Context: an optimization exercise on an open-source flow, tuned for small area, a short achievable clock period and few clock cycles per item. The choices shown serve that exercise and are no tape-out recipe. At most, simulation tests tie the RTL to the original design; equivalence was not proved. No activity file was given, so power comes from the tool's default toggle rates.

Design mul_div_unit, start of the top module:
module mul_div_unit #(
    parameter int WIDTH = 64
) (
    input  logic             Clk,
    input  logic             Reset,
    input  logic             Start,
    input  logic [2:0]       Op,
    input  logic [WIDTH-1:0] BusA,
    input  logic [WIDTH-1:0] BusB,
    input  logic [4:0]       DestReg,
    output logic             Busy,
    output logic             Done,
    output logic [WIDTH-1:0] Result,
    output logic [4:0]       RW,
    output logic             RegWr
);
Size in the first run: roughly 2900 cells after synthesis, roughly 300 flip-flops, ~210 I/O pins, roughly 24000 sq um of cells after synthesis.
clock: 5.0 ns
lec_check: 0
abc_clock_period_in_ps: 3000
cap_margin: 20
core_margin: 2
core_utilization: 40
slew_margin: 20
run.sh (not shown) runs the stock make flow with config.mk's settings and CLKGATE_MAP_FILE= SYNTH_SCRIPT=/design/flow/synth_recipe.tcl, a recipe that flattens the netlist after the stock synthesis.
The first run produced a clean layout.
Testbench counts at the start, summed over its fixed seeds: cycles 51,130, items 4,000.
==> next run, changes <==
- ABC_CLOCK_PERIOD_IN_PS: 3000 -> default
- SETUP_SLACK_MARGIN: default -> 1.3
=>
- The new run passed the timing, design-rule and antenna checks
- clock power is higher by a few percent
- die area does not change
- clock-buffer cell count is higher by 1
- worst setup slack gains 0.48 ns
- register-to-register slack gains 0.48 ns
- worst hold slack gains 0.0054 ns
- utilization is higher by 5.7 points
==> next run, changes <==
- SETUP_SLACK_MARGIN: 1.3 -> default
=> The new run produced a clean layout; area after synthesis does not change; worst setup slack gets worse by 0.48 ns; sequential power is about the same; fmax shrinks by 10%; power shrinks by 16%; flip-flop and latch count does not change; synthesized cell count stays the same; cell area shrinks by 11%; worst hold slack gets worse by 0.0054 ns; via count shrinks by 5.3%.
==> next run, changes <==
- ABC_AREA: default -> 1
What happened: The changed run completed, yet does not pass: negative setup slack. Final cell count goes up by 11%. Sequential share of layout area goes down by 0.14 points. Power goes up by 19%. Via count goes down by 5.6%. Routed wire length goes down by 16%. Hold slack improved by 0.013 ns. Area after synthesis goes down by 7.0%. Global-route usage goes down by 3.0 points.

========
The RTL this note starts from:
==> flow/design.v <==
module mul_div_unit #(
    parameter int WIDTH = 64
) (
    input  logic             Clk,
    input  logic             Reset,
    input  logic             Start,
    input  logic [2:0]       Op,
    input  logic [WIDTH-1:0] BusA,
    input  logic [WIDTH-1:0] BusB,
    input  logic [4:0]       DestReg,
    output logic             Busy,
    output logic             Done,
    output logic [WIDTH-1:0] Result,
    output logic [4:0]       RW,
    output logic             RegWr
);
    localparam int CW = $clog2(WIDTH);        
    localparam logic [2:0] OP_MUL   = 3'b000;
    localparam logic [2:0] OP_UMULH = 3'b001;
    localparam logic [2:0] OP_SMULH = 3'b010;
    localparam logic [2:0] OP_UDIV  = 3'b011;
    localparam logic [2:0] OP_SDIV  = 3'b100;
    function automatic logic [CW-1:0] topbit(input logic [WIDTH-1:0] v);
        logic [CW-1:0] z [WIDTH];
        logic          nz [WIDTH];
        logic [CW-1:0] zh, zl;
        logic          nh, nl;
        for (int i = 0; i < WIDTH; i++) begin
            nz[i] = v[i];
            z[i]  = '0;
        end
        for (int l = 0; l < CW; l++) begin
            for (int i = 0; i < (WIDTH >> (l + 1)); i++) begin
                nh = nz[2*i+1]; zh = z[2*i+1];
                nl = nz[2*i];   zl = z[2*i];
                nz[i] = nh | nl;
                z[i]  = nh ? zh : (zl | (1 << l));
            end
        end
        topbit = nz[0] ? ~z[0] : '0;
    endfunction
    function automatic logic ones_run(input logic [WIDTH-1:0] v);
        logic r;
        r = 1'b1;
        for (int i = 0; i < WIDTH - 1; i++) if (v[i+1] && !v[i]) r = 1'b0;
        ones_run = r;
    endfunction
    function automatic logic shorter(input logic [WIDTH-1:0] p, input logic [WIDTH-1:0] q);
        logic [WIDTH-1:0] above;     
        above[WIDTH-1] = p[WIDTH-1];
        for (int i = WIDTH - 2; i >= 0; i--) above[i] = above[i+1] | p[i];
        shorter = |(q & ~above);
    endfunction
    logic             r_busy;      
    logic             r_done;      
    logic             r_first;     
    logic             r_prep;      
    logic             r_div;       
    logic             r_negq;      
    logic             r_selhi;     
    logic             r_swap;      
    logic             r_msg;       
    logic             r_inv;       
    logic             r_rs;        
    logic             r_ax;        
    logic             r_ay;        
    logic             r_e;         
    logic             r_pinc;      
    logic             r_pdec;      
    logic             r_dbit;      
    logic [CW-1:0]    r_cnt;       
    logic [CW-1:0]    r_ta, r_tb;  
    logic             r_ea, r_eb;  
    logic             r_nzb;       
    logic             r_sb;        
    logic [4:0]       r_rw;
    logic [WIDTH-1:0] r_x;         
    logic [WIDTH-1:0] r_y;         
    logic [WIDTH-1:0] r_lo;        
    logic [WIDTH-1:0] r_hi;        
    logic             w_is_mul, w_is_div, w_msgn, w_dsgn;
    logic             w_sa, w_sb, w_nza, w_nzb;
    logic [WIDTH-1:0] w_va, w_vb;
    logic             w_swap, w_zero, w_first_neg;
    assign w_is_mul = (Op == OP_MUL) || (Op == OP_UMULH) || (Op == OP_SMULH);
    assign w_is_div = (Op == OP_UDIV) || (Op == OP_SDIV);
    assign w_msgn   = (Op == OP_MUL) || (Op == OP_SMULH);
    assign w_dsgn   = (Op == OP_SDIV);
    assign w_sa  = (w_msgn || w_dsgn) && BusA[WIDTH-1];
    assign w_sb  = (w_msgn || w_dsgn) && BusB[WIDTH-1];
    assign w_va  = BusA ^ {WIDTH{w_sa}};
    assign w_vb  = BusB ^ {WIDTH{w_sb}};
    assign w_nza = |w_va;
    assign w_nzb = |w_vb;
    assign w_swap      = w_is_mul && shorter(w_vb, w_va);
    assign w_first_neg = w_swap ? w_sb : w_sa;
    assign w_zero = !(w_is_mul || w_is_div)
                 || (w_is_mul && ((!w_nza && !w_sa) || (!w_nzb && !w_sb)))
                 || (w_is_div && (!w_nzb && !w_sb))
                 || (w_is_div && (!w_nza && !w_sa));
    logic [CW-1:0]    w_cnt0, w_cnt;
    logic [CW:0]      w_lena, w_lenb;
    logic             w_dzero;
    assign w_cnt0  = (r_swap ? r_tb : r_ta) + (r_swap ? r_eb : r_ea);
    assign w_cnt   = r_first ? w_cnt0 : r_cnt;
    assign w_lena  = {1'b0, r_ta} + r_ea;
    assign w_lenb  = r_nzb ? ({1'b0, r_tb} + 1'b1) : {{CW{1'b0}}, r_sb};
    assign w_dzero = r_first && r_div && (w_lena + 1'b1 < w_lenb);
    logic [WIDTH-1:0] w_add_a, w_add_b;
    logic             w_cin;
    logic [WIDTH:0]   w_sum;
    logic             w_c, w_rs, w_q;
    logic [WIDTH-1:0] w_hi_next, w_lo_next;
    logic             w_last;
    logic             w_nbit;
    assign w_add_a = {r_lo[WIDTH-2:0], r_div & r_dbit};
    assign w_add_b = ((r_x & {WIDTH{r_ax}}) | (r_y & {WIDTH{r_ay}})) ^ {WIDTH{r_inv}};
    assign w_cin   = r_inv;
    logic [WIDTH-1:0] w_g [CW+1];
    logic [WIDTH-1:0] w_p [CW+1];
    logic [WIDTH-1:0] w_p0;
    always_comb begin
        w_p0      = w_add_a ^ w_add_b;
        w_g[0]    = w_add_a & w_add_b;
        w_p[0]    = w_p0;
        w_g[0][0] = w_g[0][0] | (w_p0[0] & w_cin);
        for (int l = 0; l < CW; l++) begin
            w_g[l+1] = w_g[l];
            w_p[l+1] = w_p[l];
            for (int i = 0; i < WIDTH; i++) begin
                if ((i >> l) & 1) begin
                    w_g[l+1][i] = w_g[l][i] | (w_p[l][i] & w_g[l][((i >> l) << l) - 1]);
                    w_p[l+1][i] = w_p[l][i] & w_p[l][((i >> l) << l) - 1];
                end
            end
        end
    end
    assign w_sum = {w_g[CW][WIDTH-1], w_p0 ^ {w_g[CW][WIDTH-2:0], w_cin}};
    assign w_c   = w_sum[WIDTH];
    assign w_rs      = r_lo[WIDTH-1] ^ r_sb ^ r_inv ^ w_c;
    assign w_q       = !w_rs && !r_prep;
    assign w_lo_next = w_sum[WIDTH-1:0];
    logic             w_b0;
    logic [WIDTH-1:0] w_hm, w_hfix;
    assign w_b0 = r_div ? (w_q ^ r_negq) : r_lo[WIDTH-1];
    logic [WIDTH-1:0] w_ta [CW+1];
    always_comb begin
        w_ta[0] = {r_hi[WIDTH-2:0] ^ {(WIDTH-1){r_pdec}}, r_pinc || r_pdec};
        for (int l = 0; l < CW; l++) begin
            w_ta[l+1] = w_ta[l];
            for (int i = 0; i < WIDTH; i++)
                if ((i >> l) & 1) w_ta[l+1][i] = w_ta[l][i] & w_ta[l][((i >> l) << l) - 1];
        end
        w_hm = w_ta[CW];
    end
    assign w_hfix    = r_hi ^ w_hm;
    assign w_hi_next = {w_hfix[WIDTH-2:0], w_b0};
    assign w_last = (w_cnt == '0) && !r_prep;
    assign w_nbit = !w_last && (r_swap ? r_y[w_cnt - 1'b1] : r_x[w_cnt - 1'b1]);
    always_ff @(posedge Clk or posedge Reset) begin
        if (Reset) begin
            r_busy <= 1'b0;
            r_done <= 1'b0;
        end else if (!r_busy) begin
            r_done <= Start && w_zero;
            r_busy <= Start && !w_zero;
        end else if (w_last || w_dzero) begin
            r_busy <= 1'b0;
            r_done <= 1'b1;
        end
    end
    always_ff @(posedge Clk) begin
        if (!r_busy) begin
            if (Start) begin
                r_rw    <= DestReg;
                r_first <= 1'b1;
                r_div   <= w_is_div;
                r_negq  <= w_dsgn && (w_sa ^ w_sb);
                r_selhi <= (Op != OP_MUL);
                r_swap  <= w_swap;
                r_msg   <= w_msgn;
                r_prep  <= w_dsgn && BusA[WIDTH-1];
                r_y     <= BusB;
                r_ta    <= topbit(w_va);
                r_tb    <= topbit(w_vb);
                r_ea    <= w_nza && w_sa && (!w_is_div || ones_run(w_va));
                r_eb    <= w_nzb && w_sb;
                r_nzb   <= w_nzb;
                r_sb    <= w_sb;
                r_ax    <= (w_is_mul && w_swap) || (w_dsgn && BusA[WIDTH-1]);
                r_ay    <= (w_is_div && !(w_dsgn && BusA[WIDTH-1])) || (w_is_mul && !w_swap);
                r_inv   <= w_is_div ? (!w_sb || BusA[WIDTH-1]) : w_first_neg;
                r_e     <= w_is_mul && ((w_msgn && (w_swap ? BusA[WIDTH-1] : BusB[WIDTH-1])) ^ w_first_neg);
                r_dbit  <= !(w_dsgn && BusA[WIDTH-1]);
                r_rs    <= 1'b0;
            end
        end else if (r_prep) begin
            r_prep <= 1'b0;
            r_ax   <= 1'b0;
            r_ay   <= 1'b1;
            r_inv  <= !r_sb;
            r_dbit <= 1'b1;
        end else begin
            r_first <= 1'b0;
            r_cnt   <= w_cnt - 1'b1;
            r_dbit  <= w_nbit;
            if (r_div) begin
                r_rs  <= w_rs;
                r_inv <= w_rs ^ !r_sb;
            end else begin
                r_ax  <= r_swap && w_nbit;
                r_ay  <= !r_swap && w_nbit;
                r_inv <= 1'b0;
                r_e   <= w_nbit && r_msg && (r_swap ? r_x[WIDTH-1] : r_y[WIDTH-1]);
            end
        end
    end
    always_ff @(posedge Clk) begin
        if (!r_busy) begin
            if (Start) r_x <= BusA;
        end else if (r_prep) begin
            r_x <= w_sum[WIDTH-1:0];
        end
    end
    always_ff @(posedge Clk) begin
        if (!r_busy) begin
            r_lo <= '0;
            r_hi <= {WIDTH{w_dsgn && (w_sa ^ w_sb) && !w_zero}};
        end else begin
            r_lo <= r_prep ? '0 : w_lo_next;
            r_hi <= w_dzero ? '0 : w_hi_next;
        end
    end
    always_ff @(posedge Clk) begin
        if (!r_busy) begin
            r_pinc <= 1'b0;
            r_pdec <= 1'b0;
        end else if (r_div) begin
            r_pinc <= r_negq && w_last && !w_dzero;
            r_pdec <= 1'b0;
        end else begin
            r_pinc <= w_c && !r_e;
            r_pdec <= r_e && !w_c;
        end
    end
    assign Busy   = r_busy;
    assign Done   = r_done;
    assign Result = r_selhi ? w_hfix : r_lo;
    assign RW     = r_rw;
    assign RegWr  = r_done && (r_rw != 5'd31);
endmodule
==> flow/config.mk <==
export PLATFORM = sky130hd
export DESIGN_NAME = mul_div_unit
export DESIGN_NICKNAME = mul_div_unit
export VERILOG_FILES = /design/flow/design.v
export SDC_FILE = /design/flow/constraint.sdc
export NUM_CORES = 4
export LEC_CHECK = 0
export CAP_MARGIN = 20
export CORE_MARGIN = 2
export CORE_UTILIZATION = 40
export SLEW_MARGIN = 20
==> flow/constraint.sdc <==
create_clock -name core_clock -period 5.0 [get_ports {Clk}]
set_input_delay 1.0000 -clock core_clock [delete_from_list [all_inputs] [get_ports {Clk}]]
set_output_delay 1.0000 -clock core_clock [all_outputs]
set_load 0.01 [all_outputs]
Next try:
--- a/flow/config.mk
+++ b/flow/config.mk
@@ -10,2 +10,5 @@
 export CORE_UTILIZATION = 40
+export CTS_BUF_LIST = sky130_fd_sc_hd__clkbuf_16
+export CTS_CLUSTER_DIAMETER = 60
+export CTS_CLUSTER_SIZE = 24
 export SLEW_MARGIN = 20
Outcome: Total power falls by a few percent; worst setup slack is better by 0.013 ns; core utilization falls by 0.40 points; combinational power barely changes; hold slack is worse by 0.029 ns; cell area falls slightly; critical path depth rises by 2; fmax is about the same; die area stays the same; cell count barely changes.
No functional check of the RTL was part of any run of this note.

==> afterwards: timing with drivers on the ports <==
Ports are ideal in the flow. The routed layouts listed here were re-timed in OpenROAD. Step 1 assumes that a clkbuf_16 drives the clock port and a buf_2 every other input. Step 2 moves the port delays by t, midway between the first and last clock arrival at a register: inputs arrive t later, outputs are due t later. That takes back most of the time a late clock gives input paths. a / b / c = ideal ports / drivers / drivers and shift; a / b = the first two.
run | t (ns) | setup WS [ns] | latest minus earliest clock arrival (ns)
the first run of note 1 | 0.612 | 0.345 / 0.345 / -0.003 | 0.014 / 0.014
the second run of note 1 | 0.631 | 0.825 / 0.825 / 0.651 | 0.017 / 0.016
the third run of note 1 | 0.612 | 0.345 / 0.345 / -0.003 | 0.014 / 0.014
the fourth run of note 1 | 0.575 | -0.205 / -0.205 / -0.205 | 0.024 / 0.024
the first run of note 2 | 0.610 | 0.129 / 0.072 / -0.066 | 0.028 / 0.028
the second run of note 2 | 0.676 | 0.142 / 0.082 / -0.032 | 0.022 / 0.022
With both steps, setup timing fails in the first run of note 1, the third run of note 1, the first run of note 2 and the second run of note 2, where it was met with ideal ports.
